Source: an optimization exercise on an open RTL-to-GDS flow (aim: small area, a short achievable clock period and few clock cycles). Production flows keep margins and buffers that such runs may drop. In this exercise RTL edits were held to simulation tests only and were not proved equivalent to the original. Power figures rest on the tool's default switching activity, not on a simulated workload.

// cpuTop
module cpuTop (
    input  logic                       clk,
    input  logic                       reset,
    output logic [32-1:0] wbAdr,
    output logic [32-1:0] wbDatW,
    output logic                       wbWe,
    output logic                       wbCyc,
    output logic                       wbStb,
    input  logic [32-1:0] wbDatR,
    input  logic                       wbAck,
    output logic                       outValid,
    output logic [32-1:0] outData
);
Size: about 4200 cells after synthesis, roughly 710 flip-flops, roughly 140 I/O pins.
clock: 5.5 ns
lec_check: 0
abc_area: 1
cap_margin: 20
core_margin: 2
core_utilization: 40
place_density: 0.6
setup_slack_margin: 2.4
slew_margin: 20
tns_end_percent: 100
run.sh (not shown) runs the stock make flow with config.mk's settings and CLKGATE_MAP_FILE= SYNTH_SCRIPT=/design/flow/synth_recipe.tcl, a recipe that flattens the netlist after the stock synthesis.
Testbench counts at the start, summed over its fixed seeds: cycles 12,647.
Change:
ABC_AREA = not set   (was 1)
SETUP_SLACK_MARGIN = 1.6   (was 2.4)
Result:
- The new run passed the timing, design-rule and antenna checks
- maximum frequency is lower by roughly a tenth
- cell count is lower by a quarter to a third
- non-clock buffer count is lower by 87
- via count is lower by roughly a tenth
- worst setup slack is worse by 0.52 ns
- routed wire length is lower by a little under a tenth
- synthesized area is lower by a few percent
Change:
==> flow/flow/run.sh (new file) <==
#!/bin/bash
# The standard layout (the standard.sh, standard synthesis included),
# with the port buffers made from buf_2 cells instead of the flow's default
# choice: every input and output port still gets its own buffer.
set -o pipefail
cp standard.sh standard_sh.log
export BUFFER_PORTS_ARGS="-buffer_cell sky130_fd_sc_hd__buf_2"
bash standard.sh > standard.log 2>&1
==> flow/standard.sh (new file) <==
#!/bin/bash
# synth_recipe.tcl (not shown) runs the flow's synth.tcl, then flattens the netlist and writes it again
# the make line also repeats each setting of config.mk as NAME=value (left out here)
make -C /OpenROAD-flow-scripts/flow DESIGN_CONFIG=/design/flow/config.mk WORK_HOME=/design/flow/orfs CLKGATE_MAP_FILE= SYNTH_SCRIPT=/design/flow/synth_recipe.tcl "${@:-finish}"
ABC_AREA = 1   (was not set)
SETUP_SLACK_MARGIN = 2.0   (was 1.6)
removed: flow/run.sh
Effect:
- The new run produced a clean layout
- non-clock buffer count shrinks by 27
- utilization shrinks by 1.8 points
- sequential share of layout area shrinks by 0.68 points
- first-iteration DRC count grows by a few percent
- cell area grows slightly
- power shrinks slightly
- area after synthesis grows by a few percent


Another version of the RTL of cpuTop (not shown whole).
Size: roughly 3,200 cells after synthesis, about 140 I/O pins, roughly 0.038 mm2 of cells after synthesis.
==> flow/config.mk <==
export PLATFORM = sky130hd
export DESIGN_NAME = cpuTop
export DESIGN_NICKNAME = cpuTop
export VERILOG_FILES = /design/flow/design.v
export SDC_FILE = /design/flow/constraint.sdc
export NUM_CORES = 4
export LEC_CHECK = 0
export CAP_MARGIN = 20
export CORE_MARGIN = 2
export CORE_UTILIZATION = 55
export PLACE_DENSITY = 0.7
export SETUP_SLACK_MARGIN = 2.0
export SLEW_MARGIN = 20
export TNS_END_PERCENT = 100
==> flow/constraint.sdc <==
create_clock -name core_clock -period 5.5 [get_ports {clk}]
set_input_delay 1.1000 -clock core_clock [delete_from_list [all_inputs] [get_ports {clk}]]
set_output_delay 1.1000 -clock core_clock [all_outputs]
set_load 0.01 [all_outputs]
Stock flow here: none of the scripts above is used.
Testbench counts at the start, summed over its fixed seeds: cycles 12,647.
Rerun with:
Settings changed: ABC_AREA set to 1, CORE_UTILIZATION 55 to 40, PLACE_DENSITY 0.7 to 0.6.
Result: Total power rose by 1.3%. Worst hold slack is better by 0.0045 ns. Worst setup slack gains 0.43 ns. Synthesized area goes up by 3.0%. Non-clock buffer count came out lower by 9. Global-route usage fell by 6.3 points. Cell count increases by 29%. Utilization goes down by 18 points.
Rerun with:
Settings changed: ABC_AREA 1 to unset, CTS_BUF_LIST set to sky130_fd_sc_hd__clkbuf_8, CTS_CLUSTER_SIZE set to 24.
After rerunning: The new run completed without violations; sequential cell count stays the same; clock-buffer cell count came out higher by 38; register-to-register slack got worse by 0.39 ns; global-route usage falls by 3.7 points; synthesized cell count shrinks by about a fifth; non-clock buffer count fell by 57; fmax falls by roughly a tenth; wire length drops by about a fifth.

==> separate check: timing with driven ports <==
The results above use ideal ports. As a check the final layouts listed here were re-extracted and re-timed, cells and wires unchanged. Step 1 assumes that a clkbuf_16 drives the clock port and a buf_2 every other input. Step 2 moves the port delays by t, midway between the first and last clock arrival at a register: inputs arrive t later, outputs are due t later. That takes back most of the time a late clock gives input paths. Slacks: ideal ports / drivers / drivers and shift; pairs: ideal ports / drivers.
| run | shift t [ns] | slack for setup (ns) | pins driven straight from the clock port |
|---|---|---|---|
| the first run of note 1 | 0.718 | 1.998 / 1.998 / 1.571 | 1 |
| the second run of note 1 | 0.692 | 1.475 / 1.475 / 0.955 | 1 |
| the third run of note 1 | 0.717 | 1.763 / 1.808 / 1.091 | 1 |
| the first run of note 2 | 0.718 | 1.586 / 1.586 / 1.225 | 1 |
| the second run of note 2 | 0.742 | 2.015 / 2.019 / 1.319 | 1 |
| the third run of note 2 | 0.849 | 1.633 / 1.633 / 1.148 | 1 |
After both steps setup and hold are still met in every run listed. The setup slack of the second run of note 2, which loses most, moves by +0.004 ns with the drivers and by -0.696 ns with both steps.
